This design comes from an exercise in tuning for small area, a short achievable clock period and few clock cycles per item on the open sky130 flow, not from production work. Only simulation tests tie the RTL to the original design; equivalence was not proved. Power and IR drop assume default switching activity.

**flow/standard.sh**
```bash
#!/bin/bash
# synth_recipe.tcl (not shown) runs the flow's synth.tcl, then flattens the netlist and writes it again
# the make line also repeats each setting of config.mk as NAME=value (left out here)
make -C /OpenROAD-flow-scripts/flow DESIGN_CONFIG=/design/flow/config.mk WORK_HOME=/design/flow/orfs CLKGATE_MAP_FILE= SYNTH_SCRIPT=/design/flow/synth_recipe.tcl "${@:-finish}"
```
**flow/config.mk**
```make
export PLATFORM = sky130hd
export DESIGN_NAME = bit_sequence_concatenate
export DESIGN_NICKNAME = bit_sequence_concatenate
export VERILOG_FILES = /design/flow/design.v
export SDC_FILE = /design/flow/constraint.sdc
export NUM_CORES = 4
export LEC_CHECK = 0
export CAP_MARGIN = 20
export CORE_MARGIN = 2
export CORE_UTILIZATION = 60
export SETUP_SLACK_MARGIN = 3.75
export SLEW_MARGIN = 20
```
**flow/flow/run.sh**
```bash
#!/bin/bash
# The standard layout, with the port buffers made of the smallest plain
# buffer (sky130_fd_sc_hd__buf_1) instead of the cell buffer_ports picks.
# Every input and output port still gets its own buffer; repair_design and
# repair_timing may resize them as usual. make's full output goes to
# flow_make.log in this folder.
set -euo pipefail
export BUFFER_PORTS_ARGS="-buffer_cell sky130_fd_sc_hd__buf_1"
bash standard.sh > flow_make.log 2>&1
```
**flow/constraint.sdc**
```tcl
create_clock -name core_clock -period 7.0 [get_ports {clk}]
set_input_delay 1.4000 -clock core_clock [delete_from_list [all_inputs] [get_ports {clk}]]
set_output_delay 1.4000 -clock core_clock [all_outputs]
set_load 0.01 [all_outputs]
```
**flow/design.v**
```verilog
package bsc_pkg;
	localparam int WORD_BITS = 64;
	localparam int WORD_SH   = 6;
	localparam int MAX_BITS  = 65536;
	localparam int LEN_W = 17;
	localparam int WC_W  = $clog2(MAX_BITS / WORD_BITS + 1);       
	localparam int TC_W  = $clog2(2 * (MAX_BITS / WORD_BITS) + 1);  
	localparam int NB_W  = WORD_SH + 1;
	localparam int CFG_IDX_W = 1;
	localparam logic [CFG_IDX_W-1:0] REG_FIRST_LEN  = CFG_IDX_W'(0);
	localparam logic [CFG_IDX_W-1:0] REG_SECOND_LEN = CFG_IDX_W'(1);
endpackage
module bsc_front (
	input  logic                          clk,
	input  logic                          arst_n,
	input  logic                          cfg_valid,
	output logic                          cfg_ready,
	input  logic [bsc_pkg::CFG_IDX_W-1:0] cfg_index,
	input  logic [bsc_pkg::LEN_W-1:0]     cfg_data,
	input  logic                          take,       
	output logic                          dirty,      
	output logic                          active,     
	output logic                          drop,       
	output logic                          last,       
	output logic [bsc_pkg::WORD_SH-1:0]   nbits       
);
	localparam int WC_W = bsc_pkg::WC_W;
	localparam int TC_W = bsc_pkg::TC_W;
	localparam int SH   = bsc_pkg::WORD_SH;
	localparam int LW   = bsc_pkg::LEN_W;
	logic [WC_W-1:0] w1_q, w2_q, w_new;
	logic [SH-1:0]   k1_q, k2_q, k_new;
	logic [TC_W-1:0] p_q, p_inc, x, x_inc, total;
	logic            dirty_q, active_q, drop_q, last_q, first_q, s1end_q;
	logic            g_drop, g_last, g_first, g_s1end;
	logic            step, frame_end, next_p0;
	logic            new_z, new_one, w1_z, w1_one, w2_z, w2_one;
	logic            c1_z, c1_one, c2_z, c2_one;
	assign cfg_ready = 1'b1;
	always_comb begin
		if (cfg_data[LW-1]) begin
			w_new = WC_W'(bsc_pkg::MAX_BITS / bsc_pkg::WORD_BITS);
			k_new = '0;
		end else begin
			w_new = WC_W'(cfg_data[LW-2:SH]) + WC_W'(|cfg_data[SH-1:0]);
			k_new = cfg_data[SH-1:0];
		end
		new_z   = cfg_data == '0;
		new_one = (cfg_data[LW-1:SH+1] == '0) &&
			(cfg_data[SH] ? (cfg_data[SH-1:0] == '0) : (cfg_data[SH-1:0] != '0));
	end
	always_ff @(posedge clk or negedge arst_n) begin
		if (!arst_n) begin
			w1_q <= '0;
			w2_q <= '0;
			k1_q <= '0;
			k2_q <= '0;
		end else if (cfg_valid) begin
			if (cfg_index == bsc_pkg::REG_FIRST_LEN) begin
				w1_q <= w_new;
				k1_q <= k_new;
			end else begin
				w2_q <= w_new;
				k2_q <= k_new;
			end
		end
	end
	always_comb begin
		total  = TC_W'(w1_q) + TC_W'(w2_q);
		p_inc  = p_q + TC_W'(1);
		x       = dirty_q ? p_q : p_inc;
		x_inc   = x + TC_W'(1);
		g_drop  = x >= total;
		g_last  = x_inc == total;
		g_first = x < TC_W'(w1_q);
		g_s1end = x_inc == TC_W'(w1_q);
		w1_z   = w1_q == '0;
		w1_one = w1_q == WC_W'(1);
		w2_z   = w2_q == '0;
		w2_one = w2_q == WC_W'(1);
		c1_z   = (cfg_valid && cfg_index == bsc_pkg::REG_FIRST_LEN)  ? new_z   : w1_z;
		c1_one = (cfg_valid && cfg_index == bsc_pkg::REG_FIRST_LEN)  ? new_one : w1_one;
		c2_z   = (cfg_valid && cfg_index == bsc_pkg::REG_SECOND_LEN) ? new_z   : w2_z;
		c2_one = (cfg_valid && cfg_index == bsc_pkg::REG_SECOND_LEN) ? new_one : w2_one;
		frame_end = drop_q || last_q;
		step      = take && active_q;
		next_p0   = step ? frame_end : (p_q == '0);
	end
	always_ff @(posedge clk or negedge arst_n) begin
		if (!arst_n) begin
			p_q      <= '0;
			dirty_q  <= 1'b0;
			active_q <= 1'b0;
			drop_q   <= 1'b0;
			last_q   <= 1'b0;
			first_q  <= 1'b0;
			s1end_q  <= 1'b0;
		end else begin
			if (step)
				p_q <= frame_end ? '0 : p_inc;
			if (cfg_valid) begin
				dirty_q <= !next_p0;
				active_q <= !(c1_z && c2_z);
				drop_q   <= c1_z && c2_z;
				last_q   <= (c1_one && c2_z) || (c1_z && c2_one);
				first_q  <= !c1_z;
				s1end_q  <= c1_one;
			end else if (dirty_q || (step && !frame_end)) begin
				dirty_q  <= 1'b0;
				active_q <= total != '0;
				drop_q   <= g_drop;
				last_q   <= g_last;
				first_q  <= g_first;
				s1end_q  <= g_s1end;
			end else if (step) begin
				drop_q  <= w1_z && w2_z;
				last_q  <= (w1_one && w2_z) || (w1_z && w2_one);
				first_q <= !w1_z;
				s1end_q <= w1_one;
			end
		end
	end
	assign dirty  = dirty_q;
	assign active = active_q;
	assign drop   = drop_q;
	assign last   = last_q;
	assign nbits  = (first_q && s1end_q) ? k1_q : ((!first_q && last_q) ? k2_q : '0);
endmodule
module bsc_back (
	input  logic                          clk,
	input  logic                          arst_n,
	input  logic                          in_valid,
	output logic                          in_stall,
	input  logic [bsc_pkg::WORD_BITS-1:0] in_word,
	input  logic                          dirty,
	input  logic                          active,
	input  logic                          drop,
	input  logic                          last,
	input  logic [bsc_pkg::WORD_SH-1:0]   nbits,      
	output logic                          take,
	output logic                          out_valid,
	input  logic                          out_stall,
	output logic [bsc_pkg::WORD_BITS-1:0] out_word,
	output logic                          out_last
);
	localparam int WB = bsc_pkg::WORD_BITS;
	localparam int SH = bsc_pkg::WORD_SH;
	logic [SH-1:0] fill_q;
	logic          flush_q;
	logic [WB-1:0] held_q;
	logic          out_valid_q, out_last_q;
	logic [WB-1:0] out_word_q;
	logic [SH:0]   sum;
	logic          full_w, use_w, beat_w, out_free, beat;
	logic [WB-1:0] rot, lo_fill, lo_keep, out_d;
	logic          trim;
	always_comb begin
		rot = (in_word << fill_q) | ((in_word >> 1) >> (~fill_q));
		lo_fill = ~({WB{1'b1}} << fill_q);
		sum    = {1'b0, fill_q} + {1'b0, nbits};
		full_w = sum[SH] || (nbits == '0);
		use_w  = active && !drop;
		beat_w = use_w && (full_w || last);
		out_free = !out_valid_q || !out_stall;
		in_stall = dirty || flush_q || !out_free;
		take     = in_valid && !in_stall;
		beat     = flush_q ? out_free : (take && beat_w);
		trim    = last && !full_w;
		lo_keep = ~({WB{1'b1}} << sum[SH-1:0]);
		for (int i = 0; i < WB; i++)
			out_d[i] = (lo_fill[i] && held_q[i]) ||
				(!lo_fill[i] && !flush_q && (!trim || lo_keep[i]) && rot[i]);
	end
	always_ff @(posedge clk or negedge arst_n) begin
		if (!arst_n) begin
			fill_q      <= '0;
			flush_q     <= 1'b0;
			out_valid_q <= 1'b0;
		end else begin
			if (out_free)
				out_valid_q <= beat;
			if (flush_q) begin
				if (out_free) begin
					flush_q <= 1'b0;
					fill_q  <= '0;
				end
			end else if (take && active) begin
				if (drop || (last && !(full_w && sum[SH-1:0] != '0))) begin
					fill_q <= '0;
				end else begin
					fill_q <= sum[SH-1:0];
				end
				flush_q <= use_w && last && full_w && (sum[SH-1:0] != '0);
			end
		end
	end
	always_ff @(posedge clk) begin
		if (beat) begin
			out_word_q <= out_d;
			out_last_q <= flush_q || (last && !(full_w && sum[SH-1:0] != '0));
		end
		for (int i = 0; i < WB; i++)
			if (take && use_w && (full_w || !lo_fill[i]))
				held_q[i] <= rot[i];
	end
	assign out_valid = out_valid_q;
	assign out_word  = out_word_q;
	assign out_last  = out_last_q;
endmodule
module bit_sequence_concatenate (
	input  logic                              clk,
	input  logic                              arst_n,
	input  logic                              cfg_valid,
	output logic                              cfg_ready,
	input  logic [bsc_pkg::CFG_IDX_W-1:0]     cfg_index,
	input  logic [bsc_pkg::LEN_W-1:0]         cfg_data,
	input  logic                              in_valid,
	output logic                              in_stall,
	input  logic [bsc_pkg::WORD_BITS-1:0]     in_word,
	output logic                              out_valid,
	input  logic                              out_stall,
	output logic [bsc_pkg::WORD_BITS-1:0]     out_word,
	output logic                              out_last
);
	logic                        take, dirty, active, drop, last;
	logic [bsc_pkg::WORD_SH-1:0] nbits;
	bsc_front u_front (
		.clk       (clk),
		.arst_n    (arst_n),
		.cfg_valid (cfg_valid),
		.cfg_ready (cfg_ready),
		.cfg_index (cfg_index),
		.cfg_data  (cfg_data),
		.take      (take),
		.dirty     (dirty),
		.active    (active),
		.drop      (drop),
		.last      (last),
		.nbits     (nbits)
	);
	bsc_back u_back (
		.clk       (clk),
		.arst_n    (arst_n),
		.in_valid  (in_valid),
		.in_stall  (in_stall),
		.in_word   (in_word),
		.dirty     (dirty),
		.active    (active),
		.drop      (drop),
		.last      (last),
		.nbits     (nbits),
		.take      (take),
		.out_valid (out_valid),
		.out_stall (out_stall),
		.out_word  (out_word),
		.out_last  (out_last)
	);
endmodule
```
==> results of run 1 <==
## worst min-delay path: stages, from the launching register on
cell,delay (ns)
dfrtp_1,0.35
nand2_1,0.05
o21ai_0,0.06
## state kept, by name (all words and copies together) (netlist names), 6 cells and up
register,flops
u_front.k2_q,6
u_back.held_q,63
u_front.p_q,12
u_front.w2_q,11
u_front.k1_q,6
u_front.w1_q,11
u_back.out_word_q,64
u_back.fill_q,6
## per-layer routing
| layer | part of all wire [%] | vias to the layer above |
|---|---|---|
| li1 | - | 6787 |
| met1 | 36 | 7597 |
| met2 | 45 | 1210 |
| met3 | 13 | 275 |
| met4 | 6.5 | 2 |
| met5 | 0.13 | - |
## placed cells by master, fill, tap and decap left out, types with 9 or more instances in the layout
cell type / count
a21o_1: 12
a21oi_1: 136
a21oi_2: 24
a22o_1: 10
a31oi_1: 12
a32o_1: 21
and3_1: 12
buf_1: 124
buf_4: 75
buf_6: 27
clkbuf_16: 18
dfrtp_1: 49
dfrtp_2: 9
edfxtp_1: 128
ha_1: 39
inv_1: 39
mux2_2: 21
mux2_4: 10
mux2i_1: 52
mux2i_2: 10
mux4_2: 77
nand2_1: 275
nand2b_1: 18
nand3_1: 39
nand4_1: 9
nor2_1: 155
nor2_2: 17
nor2_4: 9
nor3_1: 16
nor4_1: 16
o211ai_1: 12
o21a_1: 12
o21ai_0: 93
o21ai_1: 38
o21ai_2: 11
o31ai_1: 18
xnor2_1: 33
xor2_1: 19
## cells in the mapped netlist, drive strengths merged (3+ instances only)
master | instances | area (um^2)
o22ai | 4 | 25.0
a221oi | 5 | 56.3
nor3 | 18 | 90.1
o31a | 3 | 26.3
nand3b | 3 | 22.5
o211ai | 12 | 90.1
a31o | 9 | 78.8
o2111ai | 4 | 35.0
o41ai | 14 | 123
nand2b | 19 | 119
nor2b | 9 | 56.3
a22o | 10 | 87.6
mux2 | 32 | 364
buf | 46 | 282
nand2 | 282 | 1060
mux4 | 77 | 1730
a21oi | 163 | 823
inv | 45 | 169
a31oi | 16 | 100
mux2i | 64 | 641
a32o | 23 | 230
xnor2 | 40 | 350
or2 | 8 | 50.1
nor2 | 181 | 697
a211oi | 4 | 30.0
nor4b | 3 | 26.3
a21boi | 7 | 52.6
dfrtp | 60 | 1500
nand4b | 5 | 43.8
and3 | 12 | 75.1
edfxtp | 128 | 3840
or3 | 9 | 56.3
and2 | 10 | 62.6
o21ai | 144 | 724
a2111oi | 4 | 35.0
nand4 | 9 | 56.3
nor4 | 17 | 106
o21a | 12 | 90.1
clkbuf | 85 | 319
o31ai | 19 | 143
xor2 | 22 | 200
ha | 44 | 551
a21o | 12 | 90.1
nand3 | 41 | 210
## where the power goes
part	switching [mW]	leakage, nW	internal (mW)
Clock	0.550	0.305	0.499
Sequential	0.221	1.95	1.94
Combinational	4.47	4.94	2.64
## cells by family after synthesis
family	Yosys count	synth area share (%)
AOI/OAI and AO/OA	479	18.8
xor gates and xnor gates	62	3.50
adders and majority gates	46	3.75
buffers and inverters	177	4.91
DFF	188	33.9
muxes	173	17.4
other	1	0.0238
and+or+nand+nor	632	17.6
## worst paths after layout
check | to | slack (ns) | startpoint | cells after the start
min in group asynchronous | u_front.p_q[1] | 1.12 | arst_n | 2
setup / recovery | u_back.out_word_q[32] | 3.63 | u_front.last_q | 12
max in group asynchronous | u_back.fill_q[3] | 5.26 | arst_n | 2
setup reg to reg | u_back.out_word_q[32] | 3.63 | u_front.last_q | 12
hold reg to reg | u_front.k2_q[1] | 0.49 | u_front.k2_q[1] | 2
hold / removal | u_front.k2_q[1] | 0.49 | u_front.k2_q[1] | 2
## repair_timing
action,in CTS,in global routing
hold buffers,0,0
gates resized for setup,113,168
endpoints found under the hold margin,0,0
setup endpoints to repair,269,170
pin swaps,19,38
buffers inserted,31,34
cloned,3,3
## layout make-up
cell class	count	share of cell area (%)
multi-input cells	1396	56.1
flip-flops and latches	188	28.6
repair buffers	246	8.65
clock buffers	17	2.27
well taps	335	2.24
clock inverters	15	1.10
inverters	46	1.00
==> results by group, run 1 <==
Run
  • Max-Cap Viols: 0

Logic synthesis
  • Syn nets: roughly 1,900
  • Sequential share of the synthesized area: 33.9%
  • Post-synth ARST share: between 30% and 40%
  • Yosys warning count: 2
  • Syn Area/Cell: around 9 um^2
  • Synth Instances: ~1,800
  • Flops & latches, synth: between 150 and 200
  • Primary FF master, synth: edfxtp_1
  • Distinct cell type count after synthesis: 80
  • Synthesized cell area: between 15,000 and 20,000 um^2
  • Number of synthesized flops with an enable pin: roughly 130

Power and ir drop
  • Pleak: around 7 nW
  • P per Cell Area: 551 nW/um^2
  • Overall Power: roughly 10 mW
  • Peak VDD IR: 0.319 mV

Timing
  • Final cycle utilization of the critical path: around half
  • Endpoints failing hold: 0
  • Tmin final: about 3.4 ns
  • Slew headroom: 30.1%
  • Max Fclk: slightly below 300 MHz
  • Final setup margin: 3.63 ns
  • Hold_ws: between 0.4 and 0.5 ns
  • Worst-Margin Slew: about 1.0 ns
  • Max-slew violations: 0
  • Clock Skew: between 0.015 and 0.02 ns
  • Endpoints failing setup: 0
  • RSZ-0062 raised after global routing: true
  • Setup TNS: 0 ns

Critical path
  • Slowest stage delay, CP: 0.44 ns
  • CP most frequent cell: o21ai_2
  • CP Capture Type: flop
  • Crit path max-delay family: compound AO/OA/AOI/OAI gates
  • Critical path buffer and inverter count: 1
  • Worst path cell trace: and2b_2, a22o_1, ha_4, nor2b_2, o21ai_2, a21boi_2, o21ai_2, buf_6, nand3_4, or3_4, o311a_1, mux2_4
  • Critical Path Fanout Max: 5
  • CP required: around 7 ns
  • WP data arrival: ~3.6 ns
  • Critical path startpoint category: flop
  • Setup CP Type: flop to flop
  • Worst path slowest cell: dfrtp_2

Clock network
  • TritonCTS clock tree: done
  • CTS buffer count: 17
  • Clock-pin slew on the worst setup and hold paths: around 0.09 ns
  • CTS max path bufs: 2
  • CTS root buffer: clkbuf_16
  • CTS H-Tree Depth: 4
  • Clk latency of the worst-skew pair: 0.45 ns
  • Clock sinks: 188

Layout
  • FF+latch area: roughly 5400 um^2
  • FILL cells: between 1,500 and 2,000
  • Fin area: 18,700 um^2
  • Share of cells above drive strength 1: a little under a quarter
  • Fin nets: 2,028
  • Post-route insts no fill: around 2,200
  • Antenna cells: 0
  • Final core occ: slightly above 70%
  • Multi-input gate area: roughly 11,000 um^2
  • Area Overhead vs Synth: 19.0%

Status
  • Status: no timing/DRC/antenna violations

Global route
  • Global routing met3 resource utilization: about a tenth
  • Global route total overflow: 0
  • All-Layer GR Usage: roughly two fifths
  • Global-route wire length before repair: 86,500 um
  • GR Util met1: between 50% and 60%
  • M2 GR Usage: roughly 63%
  • GRT busiest layer: met2
  • Largest net degree at the start of global routing: 74
  • Vias in the first global route: between 10,000 and 15,000
  • Antenna violations before repair: 0

Drt
  • Drt wl/cell: about 26 um
  • Pre-antenna DRT Iters: 6
  • DRC: 0
  • Iter 0 DRT Violations: roughly 2,500
  • Via count: ~16,000
  • Final WL: between 50,000 and 60,000 um
  • Antenna Nets Post-Route: 0
  • Routed vias/inst: 7.08

Floorplan
  • Core Box Area: between 20,000 and 30,000 um^2
  • Initial Util: ~61%
  • Die Span Y: 166 um
  • FP Rows: 59
  • Num ports: roughly 160
  • Die area: roughly 28,000 um^2
  • DIE WIDTH: 166 um

Place
  • HPWL after DPL: between 40,000 and 50,000 um
  • IO Port Bufs: ~150
  • Placer Congestion: 1.01
  • DP Cell Count: roughly 2,100
  • Place WS: ~2.6 ns
  • Dpl cell area: ~16,000 um^2

Worst hold path
  • HP Class: flop to flop
Testbench counts, summed over its fixed seeds: cycles 41,851, items 32,328.
==> run 2: changes to the inputs <==
--- a/flow/config.mk
+++ b/flow/config.mk
@@ -9,3 +9,3 @@
 export CORE_MARGIN = 2
-export CORE_UTILIZATION = 60
+export CORE_UTILIZATION = 50
 export SETUP_SLACK_MARGIN = 3.75
==> run 2 against run 1 <==
Compared with the run above:
- largest power group unchanged
- combinational power decreased by 3.5%
- first-iteration DRC count is 35% lower
- clock skew shrank 0.0049 ns
- register-to-register slack better by 0.04 ns
- design area shrank 1.6%
- highest routed layer is now met4
- synthesized cell count stayed put
- flip-flop and latch count unchanged
- non-clock buffer count decreased by 22
- sequential power fell by 2%
- critical path type is now primary input to output port
- worst hold slack improved by 0.011 ns
- cell count rose by 1.6%
- die area rose by 19%
==> results by group, run 2 <==
Global route
  • Largest net degree at the start of global routing: 90 (+22%)
  • Global-route wire length before repair: 81,700 um (-5.6%)
  • Vias in the first global route: 13,603 (-7.1%)
  • Global route total overflow: 0 (unchanged)
  • Antenna violations before repair: 0 (unchanged)
  • All-Layer GR Usage: 32.6% (-7.9 points)

Logic synthesis
  • Sequential share of the synthesized area: 33.9% (unchanged)
  • Distinct cell type count after synthesis: 80 (unchanged)
  • Yosys warning count: 2 (unchanged)
  • Syn nets: 1,891 (unchanged)
  • Synthesized cell area: 15,700 um^2 (unchanged)
  • Number of synthesized flops with an enable pin: 128 (unchanged)
  • Most instantiated cells after synthesis: nand2_1, nor2_1, a21oi_1, edfxtp_1, o21ai_0
  • Yosys top cell area share: 24.4% (unchanged)
  • Count leader, synth: nand2_1
  • Primary FF master, synth: edfxtp_1
  • Synth Instances: 1,758 (unchanged)
  • Post-synth ARST share: 31.9% (unchanged)
  • Flops & latches, synth: 188 (unchanged)
  • Syn Area/Cell: 8.96 um^2 (unchanged)
  • Synth top area cells: edfxtp_1, mux4_2, dfrtp_1, nand2_1, a21oi_1
  • Largest area contributor in the netlist: edfxtp_1

Layout
  • Reg with most FFs: u_back.out_word_q
  • Share of cells above drive strength 1: 21.1% (-2.1 points)
  • Fin area: 18,400 um^2 (-1.6%)
  • Fin nets: 2,004 (-1.2%)
  • Antenna cells: 0 (unchanged)
  • Final core occ: 59.8% (-12 points)
  • Most common cell after layout, fill and taps aside: nand2_1
  • Area Overhead vs Synth: 17.1%
  • Most frequent cells in the layout: nand2_1, nor2_1, a21oi_1
  • FILL cells: 2,707 (+37%)
  • Top Registers: u_back.out_word_q: 64 flops, u_back.held_q: 63 flops, u_front.p_q: 12 flops
  • Post-route insts no fill: 2,280 (+1.6%)
  • Max FFs per register: 64 (unchanged)

Critical path
  • Setup CP Type: primary input to output port
  • Critical Path Fanout Max: 3 (-2)
  • CP required: 5.60 ns (-1.59 ns)
  • Critical path startpoint category: primary input
  • CP Capture Type: output port
  • WP data arrival: 1.94 ns (-1.63 ns)

Timing
  • Endpoints failing setup: 0 (unchanged)
  • Clock Skew: 0.0114 ns (-0.00491 ns)
  • RSZ-0062 raised after global routing: true
  • Tmin final: 3.34 ns (-0.0348 ns)
  • Endpoints failing hold: 0 (unchanged)
  • Max-slew violations: 0 (unchanged)
  • Setup TNS: 0 ns (unchanged)
  • Max Fclk: 300 MHz (+1.0%)
  • Slew headroom: 32.8% (+2.7 points)
  • Final setup margin: 3.66 ns (+0.0348 ns)
  • Worst-Margin Slew: 1.01 ns (-0.0430 ns)
  • Final cycle utilization of the critical path: 47.7% (-0.50 points)
  • Hold_ws: 0.500 ns (+0.0112 ns)

Place
  • IO Port Bufs: 153 (unchanged)
  • DP Cell Count: 2,203 (+2.9%)
  • HPWL after DPL: 39,300 um (-3.0%)
  • Dpl cell area: 16,500 um^2 (+0.55%)
  • Place WS: 2.81 ns (+0.198 ns)
  • Placer Congestion: 0.973 (-3.5%)

Drt
  • Routed vias/inst: 6.49 (-8.2%)
  • Pre-antenna DRT Iters: 6 (unchanged)
  • Drt wl/cell: 23.8 um (-8.2%)
  • Antenna Nets Post-Route: 0 (unchanged)
  • Final WL: 54,200 um (-6.7%)
  • Iter 0 DRT Violations: 1,633 (-35%)
  • Via count: 14,805 (-6.7%)
  • DRC: 0 (unchanged)

Power and ir drop
  • Overall Power: 10.0 mW (-2.8%)
  • Pleak: 7.01 nW (-2.6%)
  • P per Cell Area: 544 nW/um^2 (-1.3%)
  • Peak VDD IR: 0.261 mV (-18%)

Clock network
  • CTS H-Tree Depth: 4 (unchanged)
  • CTS buffer count: 17 (unchanged)
  • Clock-pin slew on the worst setup and hold paths: 0.08 ns (about the same)
  • CTS max path bufs: 2 (unchanged)
  • Clock sinks: 188 (unchanged)
  • Clk latency of the worst-skew pair: 0.47 ns (+0.02 ns)
  • Post-CTS Hold Fix Bufs: 0 (unchanged)
  • TritonCTS clock tree: done
  • CTS root buffer: clkbuf_16

Floorplan
  • FP Rows: 64 (+8.5%)
  • Die Span Y: 181 um (+9.3%)
  • Die area: 32,900 um^2 (+19%)
  • Core Box Area: 30,800 um^2 (+19%)
  • Num ports: 155 (unchanged)
  • DIE WIDTH: 181 um (+9.3%)
  • Initial Util: 51.1% (-9.7 points)

Run
  • Max-Cap Viols: 0 (unchanged)

Status
  • Status: no timing/DRC/antenna violations

Worst hold path
  • HP Class: flop to flop
## run 2: cell counts after synthesis
Identical to the previous run, type by type.
## run 2: final timing paths
check	startpoint	end	slack (ns)	cells past startpoint
min reg2reg	u_front.k2_q[0]	u_front.k2_q[0]	0.50	2
max	out_stall	in_stall	3.66	3
max reg2reg	u_front.last_q	u_back.out_word_q[32]	3.67	13
min in group asynchronous	arst_n	u_front.w1_q[5]	1.09	2
max in group asynchronous	arst_n	u_back.fill_q[0]	5.30	2
min	u_front.k2_q[0]	u_front.k2_q[0]	0.50	2
## run 2: what timing repair did
action / CTS / global route
setup endpoints to repair: 268 / 159
gates resized for setup: 101 / 150
buffers inserted: 21 / 23
gates cloned: 0 / 1
pin swaps: 14 / 44
## run 2: layout make-up
class                      count  area (um^2)  share of cell area [%]
clock inverter                15          214                    1.16
sequential                   188         5360                    29.1
multi-input combinational   1394        10400                    56.5
clock buffer                  17          425                    2.31
inverter                      46          175                   0.950
tap                          396          495                    2.69
timing repair buffer         224         1350                    7.33
## run 2: worst max-delay path, cell delays in order
cell and delay [ns]:
buf_6 0.09, a211o_1 0.29, buf_6 0.15
## run 2: cells by family (layout without fill, tap and decap cells)
logic type                 count (synthesis)  count (layout)  synth area share (%)
adders and majority gates                 46              46                  3.75
AOI/OAI and AO/OA                        479             479                  18.8
DFF                                      188             188                  33.9
other                                      1               1                0.0238
muxes                                    173             173                  17.4
and+or+nand+nor                          632             633                  17.6
buffers and inverters                    177             302                  4.91
xor gates and xnor gates                  62              62                  3.50
## run 2: per-layer routing
metal,part of all wire (%),global-route usage (%),vias to the layer above,routed length (um)
met5,0,0,-,0
met4,5.1,14.8,0,2780
met3,9.5,7.54,147,5140
met2,44,49.2,759,23800
met1,41,44.8,7169,22500
li1,-,-,6730,-
## run 2: report_power, final
group          total [mW]  internal, mW  switching [mW]
registers            2.12          1.94           0.175
logic                6.87          2.54            4.32
clock network        1.05         0.501           0.552
total                10.0          4.98            5.05
==> run 3: changes to the inputs <==
--- a/flow/config.mk
+++ b/flow/config.mk
@@ -9,3 +9,3 @@
 export CORE_MARGIN = 2
-export CORE_UTILIZATION = 50
+export CORE_UTILIZATION = 45
 export SETUP_SLACK_MARGIN = 3.75
==> run 3 against run 2 <==
Compared with the run above:
- worst setup slack better by 0.035 ns
- clock power is 5% lower
- still clean on timing, DRC and antenna
- critical endpoint is now u_back.out_word_q[40]
- cell count is 3.2% higher
- synthesized area stayed put
- largest power group unchanged
- utilization is 5.5 points lower
- synthesized cell count stayed put
- via count is 1.4% higher
- flip-flop and latch count stayed put
- die area is 11% higher
- combinational power hardly changed
==> results by group, run 3 <==
Clock network
  • Post-CTS Hold Fix Bufs: 0 (unchanged)
  • Clock sinks: 188 (unchanged)
  • Clk latency of the worst-skew pair: 0.46 ns (about the same)
  • CTS buffer count: 17 (unchanged)
  • CTS H-Tree Depth: 4 (unchanged)
  • TritonCTS clock tree: done
  • CTS max path bufs: 2 (unchanged)
  • Clock-pin slew on the worst setup and hold paths: 0.08 ns (about the same)
  • CTS root buffer: clkbuf_16

Logic synthesis
  • Most instantiated cells after synthesis: nand2_1, nor2_1, a21oi_1, edfxtp_1, o21ai_0
  • Synth Instances: 1,758 (unchanged)
  • Flops & latches, synth: 188 (unchanged)
  • Synthesized cell area: 15,700 um^2 (unchanged)
  • Sequential share of the synthesized area: 33.9% (unchanged)
  • Distinct cell type count after synthesis: 80 (unchanged)
  • Synth top area cells: edfxtp_1, mux4_2, dfrtp_1, nand2_1, a21oi_1
  • Yosys warning count: 2 (unchanged)
  • Primary FF master, synth: edfxtp_1
  • Yosys top cell area share: 24.4% (unchanged)
  • Syn nets: 1,891 (unchanged)
  • Syn Area/Cell: 8.96 um^2 (unchanged)
  • Number of synthesized flops with an enable pin: 128 (unchanged)
  • Post-synth ARST share: 31.9% (unchanged)
  • Largest area contributor in the netlist: edfxtp_1
  • Count leader, synth: nand2_1

Timing
  • Setup TNS: 0 ns (unchanged)
  • Tmin final: 3.30 ns (-0.0354 ns)
  • Endpoints failing hold: 0 (unchanged)
  • RSZ-0062 raised after global routing: true
  • Max Fclk: 303 MHz (+1.1%)
  • Slew headroom: 31.3% (-1.5 points)
  • Final cycle utilization of the critical path: 47.2% (-0.51 points)
  • Endpoints failing setup: 0 (unchanged)
  • Max-slew violations: 0 (unchanged)
  • Worst-Margin Slew: 1.03 ns (+0.0222 ns)
  • Clock Skew: 0.0108 ns (-0.000685 ns)

Critical path
  • Reg2Reg Setup Slack: 3.71 ns (+0.04 ns)
  • CP required: 7.21 ns (+1.61 ns)
  • Slowest stage delay, CP: 0.54 ns (+0.25 ns)
  • Worst path slowest cell: mux4_2
  • Worst r2r src: u_front.first_q
  • Critical Path Fanout Max: 4 (+1)
  • WP data arrival: 3.51 ns (+1.57 ns)
  • Reg-to-reg endpoint: u_back.held_q[12]
  • Setup CP Type: primary input to flop
  • Worst path cell trace: buf_8, mux4_2, nor2_4, a21oi_4, a221oi_4, mux2i_1, mux2_4, nor3b_2, mux2_4
  • CP Capture Type: flop
  • Critical path startpoint category: primary input
  • Worst R2R Path Depth: 14 (+1)
  • CP most frequent cell: mux2_4

Power and ir drop
  • P per Cell Area: 536 nW/um^2 (-1.4%)
  • Sw Share: 49.7% (-0.62 points)
  • Sw Pwr: 4.99 mW (-1.1%)
  • Gate power share: 68.5% (about the same)
  • Pleak: 7.20 nW (+2.7%)
  • Clock share of power: 9.9% (-0.6 points)
  • Peak VDD IR: 0.262 mV (+0.51%)
  • Int Pwr: 5.05 mW (+1.3%)
  • Reg power frac: 21.6% (+0.5 points)

Drt
  • Final WL: 56,000 um (+3.2%)
  • Pre-antenna DRT Iters: 6 (unchanged)
  • DRC: 0 (unchanged)
  • Iter 0 DRT Violations: 1,971 (+21%)
  • Antenna Nets Post-Route: 0 (unchanged)
  • Drt wl/cell: 23.8 um (about the same)
  • Via count: 15,012 (+1.4%)
  • Routed vias/inst: 6.38 (-1.7%)

Floorplan
  • Core Box Area: 34,500 um^2 (+12%)
  • FP Rows: 68 (+6.3%)
  • Num ports: 155 (unchanged)
  • Initial Util: 45.7% (-5.4 points)
  • Die Span Y: 191 um (+5.3%)
  • DIE WIDTH: 191 um (+5.3%)
  • Die area: 36,500 um^2 (+11%)

Layout
  • Fin nets: 2,017 (+0.65%)
  • Area Overhead vs Synth: 18.9%
  • Most common cell after layout, fill and taps aside: nand2_1
  • Max FFs per register: 64 (unchanged)
  • Reg with most FFs: u_back.out_word_q
  • Post-route insts no fill: 2,352 (+3.2%)
  • Top Registers: u_back.out_word_q: 64 flops, u_back.held_q: 63 flops, u_front.p_q: 12 flops
  • Antenna cells: 0 (unchanged)
  • Most frequent cells in the layout: nand2_1, nor2_1, a21oi_1
  • Share of cells above drive strength 1: 22.5% (+1.4 points)

Worst hold path
  • Worst hold stages: 2 (unchanged)
  • Hold path endpoint: u_front.k1_q[0]
  • Worst Min Path Start: u_front.k1_q[0]
  • HP Class: flop to flop

Global route
  • Global-route wire length before repair: 82,800 um (+1.4%)
  • Antenna violations before repair: 1 (+1)
  • All-Layer GR Usage: 30.1% (-2.5 points)
  • Global route total overflow: 0 (unchanged)
  • Largest net degree at the start of global routing: 75 (-17%)
  • Vias in the first global route: 13,655 (+0.38%)

Place
  • DP Cell Count: 2,260 (+2.6%)
  • HPWL after DPL: 40,100 um (+2.2%)
  • IO Port Bufs: 153 (unchanged)
  • Placer Congestion: 0.976 (+0.32%)

Status
  • Status: no timing/DRC/antenna violations

Run
  • Max-Cap Viols: 0 (unchanged)
-- run 3: cell counts after synthesis --
No cell type changed its count.
-- run 3: power by group through the flow --
stage | clock network, mW | logic, mW | registers (mW)
after global routing | 1.06 | 7.28 | 2.20
after floorplan | 0 | 4.05 | 2.13
after CTS | 1.01 | 6.26 | 2.16
final | 0.993 | 6.89 | 2.17
after global placement | 0 | 5.85 | 2.18
after detailed placement | 0 | 5.89 | 2.20
-- run 3: worst max path at each step --
stage	start	end	slack (ns)	cells after the start
after floorplan	in_word[39]	u_back.out_word_q[14]	3.60	6
after global placement	out_stall	u_front.last_q	2.85	11
after detailed placement	out_stall	u_front.last_q	2.75	11
after CTS	out_stall	in_stall	3.71	3
after global routing	u_front.w1_q[0]	u_front.drop_q	3.57	16
final	in_word[57]	u_back.out_word_q[40]	3.70	9
-- run 3: cells by family after synthesis --
kind of cell / after synthesis / share of synthesized area [%]
AOI/OAI and AO/OA: 479 / 18.8
adders and majority gates: 46 / 3.75
buffers and inverters: 177 / 4.91
xor gates and xnor gates: 62 / 3.50
and+or+nand+nor: 632 / 17.6
DFF: 188 / 33.9
muxes: 173 / 17.4
other: 1 / 0.0238
-- run 3: critical path, delay by kind of cell --
family / cells / cell delay [ns]
muxes: 4 / 1.31
AOI/OAI and AO/OA: 2 / 0.39
and+or+nand+nor: 2 / 0.30
buffers and inverters: 1 / 0.10
-- run 3: cell type report --
cell class | instances | area, um^2
clock buffers | 19 | 464
flip-flops and latches | 188 | 5370
multi-input cells | 1394 | 10400
fillers | 3187 | 15700
inverters | 46 | 186
repair buffers | 237 | 1630
clock inverters | 13 | 119
well taps | 455 | 569
-- run 3: per-layer routing --
layer | GRT usage [%] | part of all wire [%] | vias to the layer above | wire length, um
met2 | 44.2 | 44 | 850 | 24400
li1 | - | - | 6750 | -
met1 | 43.0 | 41 | 7261 | 23200
met4 | 13.3 | 4.5 | 0 | 2540
met3 | 5.87 | 10 | 151 | 5880
met5 | 0 | 0 | - | 0
-- run 3: metrics by stage --
step	instance area [um^2]	setup slack, ns	total power [mW]	hold slack, ns	utilization (%)
final	18700	3.70	10.0	0.502	54.3
after global routing	18700	3.57	10.5	0.533	54.3
after CTS	17800	3.71	9.43	0.503	51.8
after detailed placement	16500	2.75	8.08	0.485	48.0
after global placement	16500	2.85	8.03	0.480	48.0
after floorplan	15800	3.60	6.18	0.450	-
-- run 3: what timing repair did --
item	in CTS	in global routing
resized for setup	131	177
setup endpoints to repair	267	159
setup buffers	23	32
pin swaps	18	39
gates cloned	2	3
==> run 4: changes to the inputs <==
--- a/flow/config.mk
+++ b/flow/config.mk
@@ -9,4 +9,4 @@
 export CORE_MARGIN = 2
-export CORE_UTILIZATION = 45
-export SETUP_SLACK_MARGIN = 3.75
+export CORE_UTILIZATION = 50
+export SETUP_SLACK_MARGIN = 3.6
 export SLEW_MARGIN = 20
==> run 4 against run 3 <==
Compared with the run above:
- worst setup slack got worse by 0.14 ns
- first-iteration DRC count is 12% lower
- utilization increased by 3.4 points
- worst hold slack got worse by 0.00081 ns
- non-clock buffer count down 10
- via count is 1.3% lower
==> results by group, run 4 <==
Status
  • Status: no timing/DRC/antenna violations

Critical path
  • Worst path slowest cell: nor3_1
  • CP Capture Type: flop
  • WP data arrival: 3.65 ns (+0.14 ns)
  • CP required: 7.21 ns (about the same)
  • CP most frequent cell: buf_4
  • Setup CP Type: flop to flop
  • Slowest stage delay, CP: 0.60 ns (+0.06 ns)
  • Critical path buffer and inverter count: 3 (+2)
  • Crit path max-delay family: simple AND/OR/NAND/NOR gates
  • CP Launch Point: u_front.first_q
  • Worst r2r src: u_front.first_q
  • Worst path cell trace: and2b_2, a22o_1, ha_2, inv_2, fa_2, buf_4, xor2_4, buf_4, nor3_1, a21oi_1, o41ai_1
  • Reg2Reg Setup Slack: 3.56 ns (-0.15 ns)
  • Critical Path Fanout Max: 6 (+2)
  • Critical path startpoint category: flop

Logic synthesis
  • Yosys warning count: 2 (unchanged)
  • Synthesized cell area: 15,700 um^2 (unchanged)
  • Synth top area cells: edfxtp_1, mux4_2, dfrtp_1, nand2_1, a21oi_1
  • Synth Instances: 1,758 (unchanged)
  • Sequential share of the synthesized area: 33.9% (unchanged)
  • Syn Area/Cell: 8.96 um^2 (unchanged)
  • Most instantiated cells after synthesis: nand2_1, nor2_1, a21oi_1, edfxtp_1, o21ai_0
  • Flops & latches, synth: 188 (unchanged)
  • Number of synthesized flops with an enable pin: 128 (unchanged)
  • Largest area contributor in the netlist: edfxtp_1
  • Primary FF master, synth: edfxtp_1
  • Yosys top cell area share: 24.4% (unchanged)
  • Count leader, synth: nand2_1
  • Distinct cell type count after synthesis: 80 (unchanged)
  • Post-synth ARST share: 31.9% (unchanged)
  • Syn nets: 1,891 (unchanged)

Layout
  • Top Registers: u_back.out_word_q: 64 flops, u_back.held_q: 63 flops, u_front.p_q: 12 flops
  • Reg with most FFs: u_back.out_word_q
  • Max FFs per register: 64 (unchanged)
  • Most frequent cells in the layout: nand2_1, nor2_1, a21oi_1
  • Most common cell after layout, fill and taps aside: nand2_1
  • Antenna cells: 0 (unchanged)
  • Area Overhead vs Synth: 13.2%
  • Fin area: 17,800 um^2 (-4.9%)
  • Share of cells above drive strength 1: 16.3% (-6.2 points)
  • FILL cells: 2,803 (-12%)
  • Fin nets: 2,006 (-0.55%)
  • Final core occ: 57.8% (+3.4 points)

Timing
  • Endpoints failing setup: 0 (unchanged)
  • RSZ-0062 raised after global routing: true
  • Worst-Margin Slew: 0.958 ns (-0.0693 ns)
  • Endpoints failing hold: 0 (unchanged)
  • Max Fclk: 291 MHz (-4.0%)
  • Max-slew violations: 0 (unchanged)
  • Clock Skew: 0.0187 ns (+0.00793 ns)
  • Setup TNS: 0 ns (unchanged)
  • Final cycle utilization of the critical path: 49.1% (+2.0 points)
  • Tmin final: 3.44 ns (+0.137 ns)
  • Slew headroom: 36.0% (+4.6 points)

Floorplan
  • FP Rows: 64 (-5.9%)
  • DIE WIDTH: 181 um (-5.0%)
  • Num ports: 155 (unchanged)
  • Die Span Y: 181 um (-5.0%)
  • Initial Util: 51.1% (+5.4 points)
  • Core Box Area: 30,800 um^2 (-11%)
  • Die area: 32,900 um^2 (-9.8%)

Worst hold path
  • HP Class: flop to flop
  • Worst Min Path Start: u_front.k1_q[4]

Clock network
  • CTS buffer count: 17 (unchanged)
  • TritonCTS clock tree: done
  • CTS max path bufs: 2 (unchanged)
  • Clock-pin slew on the worst setup and hold paths: 0.08 ns (about the same)
  • CTS H-Tree Depth: 4 (unchanged)
  • Clock sinks: 188 (unchanged)
  • CTS root buffer: clkbuf_16
  • Clk latency of the worst-skew pair: 0.48 ns (+0.02 ns)

Drt
  • Pre-antenna DRT Iters: 9 (+3)
  • Drt wl/cell: 23.7 um (-0.38%)
  • Antenna Nets Post-Route: 0 (unchanged)
  • Routed vias/inst: 6.49 (+1.7%)
  • DRC: 0 (unchanged)
  • Final WL: 54,100 um (-3.3%)
  • Via count: 14,816 (-1.3%)
  • Iter 0 DRT Violations: 1,743 (-12%)

Place
  • Dpl cell area: 16,400 um^2 (-0.65%)
  • HPWL after DPL: 39,300 um (-1.9%)
  • IO Port Bufs: 153 (unchanged)
  • Placer Congestion: 0.986 (+1.0%)

Power and ir drop
  • Int Pwr: 4.78 mW (-5.3%)
  • Peak VDD IR: 0.257 mV (-1.8%)
  • Pleak: 6.83 nW (-5.2%)
  • Sw Share: 50.6% (+0.86 points)
  • P per Cell Area: 543 nW/um^2 (+1.3%)
  • Overall Power: 9.68 mW (-3.7%)
  • Gate power share: 68.1% (-0.4 points)
  • Sw Pwr: 4.90 mW (-2.0%)
  • Reg power frac: 21.7% (about the same)
  • Clock share of power: 10.2% (+0.3 points)

Global route
  • Largest net degree at the start of global routing: 84 (+12%)
  • Global route total overflow: 0 (unchanged)
  • Antenna violations before repair: 0 (-1)
  • All-Layer GR Usage: 32.6% (+2.6 points)
  • Vias in the first global route: 13,443 (-1.6%)
  • Global-route wire length before repair: 81,800 um (-1.2%)

Run
  • Max-Cap Viols: 0 (unchanged)
run 4: metal layers:
| metal | wire length (um) | part of all wire, % | GRT usage, % |
|---|---|---|---|
| met5 | 34 | 0.063 | 0 |
| met3 | 4740 | 8.8 | 6.24 |
| met2 | 24300 | 45 | 50.5 |
| met4 | 2430 | 4.5 | 12.4 |
| met1 | 22600 | 42 | 45.7 |
run 4: final timing paths:
check / endpoint / depth (start not counted)
hold reg to reg: u_front.k1_q[4] / 2
setup / recovery: u_back.out_word_q[29] / 11
min in group asynchronous: u_front.w1_q[3] / 2
setup reg to reg: u_back.out_word_q[29] / 11
max in group asynchronous: u_back.fill_q[0] / 2
hold / removal: u_front.k1_q[4] / 2
run 4: power groups by stage:
stage | logic, mW | registers [mW] | clock network, mW
3_5_place_dp | 5.95 | 2.16 | 0
3_3_place_gp | 5.91 | 2.15 | 0
6_report | 6.59 | 2.10 | 0.986
5_1_grt | 6.98 | 2.14 | 1.03
4_1_cts | 6.11 | 2.11 | 0.995
2_1_floorplan | 4.03 | 2.13 | 0
run 4: kinds of logic after synthesis:
logic type / after synthesis / share of synthesized area, %
compound gates: 479 / 18.8
xor+xnor: 62 / 3.50
fa+ha+maj: 46 / 3.75
buf+inv: 177 / 4.91
flops: 188 / 33.9
mux: 173 / 17.4
other cells: 1 / 0.0238
simple gates: 632 / 17.6
run 4: area by class of cell:
| class | count | area [um^2] | share of cell area (%) |
|---|---|---|---|
| clock buffers | 19 | 453 | 2.54 |
| clock inverters | 13 | 124 | 0.695 |
| inverters | 46 | 186 | 1.05 |
| multi-input cells | 1393 | 9990 | 56.1 |
| flip-flops and latches | 188 | 5360 | 30.1 |
| well taps | 396 | 495 | 2.78 |
| repair buffers | 227 | 1210 | 6.79 |
run 4: repair_timing:
action / CTS / global route
setup buffers: 15 / 33
gates resized for setup: 38 / 60
endpoints found under the setup margin: 215 / 132
pin swaps: 6 / 20
hold buffers: 0 / 0
cloned: 0 / 1
run 4: per-stage QoR:
stage,hold WS [ns],instances,setup WS [ns]
2_1_floorplan,0.450,1758,3.60
3_3_place_gp,0.479,2201,2.81
3_5_place_dp,0.479,2201,2.68
4_1_cts,0.497,2248,3.55
5_1_grt,0.542,2282,3.44
6_report,0.501,2282,3.56
run 4: worst register-to-register path: stages, from the launching register on:
cell	delay, ns
dfrtp_1	0.41
and2b_2	0.25
a22o_1	0.19
ha_2	0.21
inv_2	0.04
fa_2	0.37
buf_4	0.17
xor2_4	0.17
buf_4	0.16
nor3_1	0.60
a21oi_1	0.21
o41ai_1	0.42

==> re-timing with driven ports <==
No port has a modelled driver above. Below, the same layouts with a new extraction and two added sets of constraints.
Step 1 (the two cells are an assumption about what drives the block):
set clk [get_ports {clk}]
set_driving_cell -lib_cell sky130_fd_sc_hd__clkbuf_16 $clk
set_driving_cell -lib_cell sky130_fd_sc_hd__buf_2 [delete_from_list [all_inputs] $clk]
Step 2 adds t to the input delays and takes it off the output delays; t is the mean of the earliest and latest rising clock arrival at the registers after step 1. Input paths then give back, and output paths get back, about the clock's delay inside the block.
Slacks: ideal / step 1 / step 2; pairs: ideal / step 1.
| run | t, ns | setup WS [ns] | worst setup path after step 2 |
|---|---|---|---|
| run 1 | 0.492 | 3.628 / 3.628 / 3.166 | input to register |
| run 2 | 0.514 | 3.662 / 3.593 / 3.170 | input to register |
| run 3 | 0.506 | 3.698 / 3.681 / 3.199 | input to register |
| run 4 | 0.518 | 3.561 / 3.561 / 3.100 | input to register |
After both steps every run listed still meets setup and hold. For run 3, which loses most, drivers alone change the setup slack by -0.017 ns; drivers and shift together by -0.499 ns.
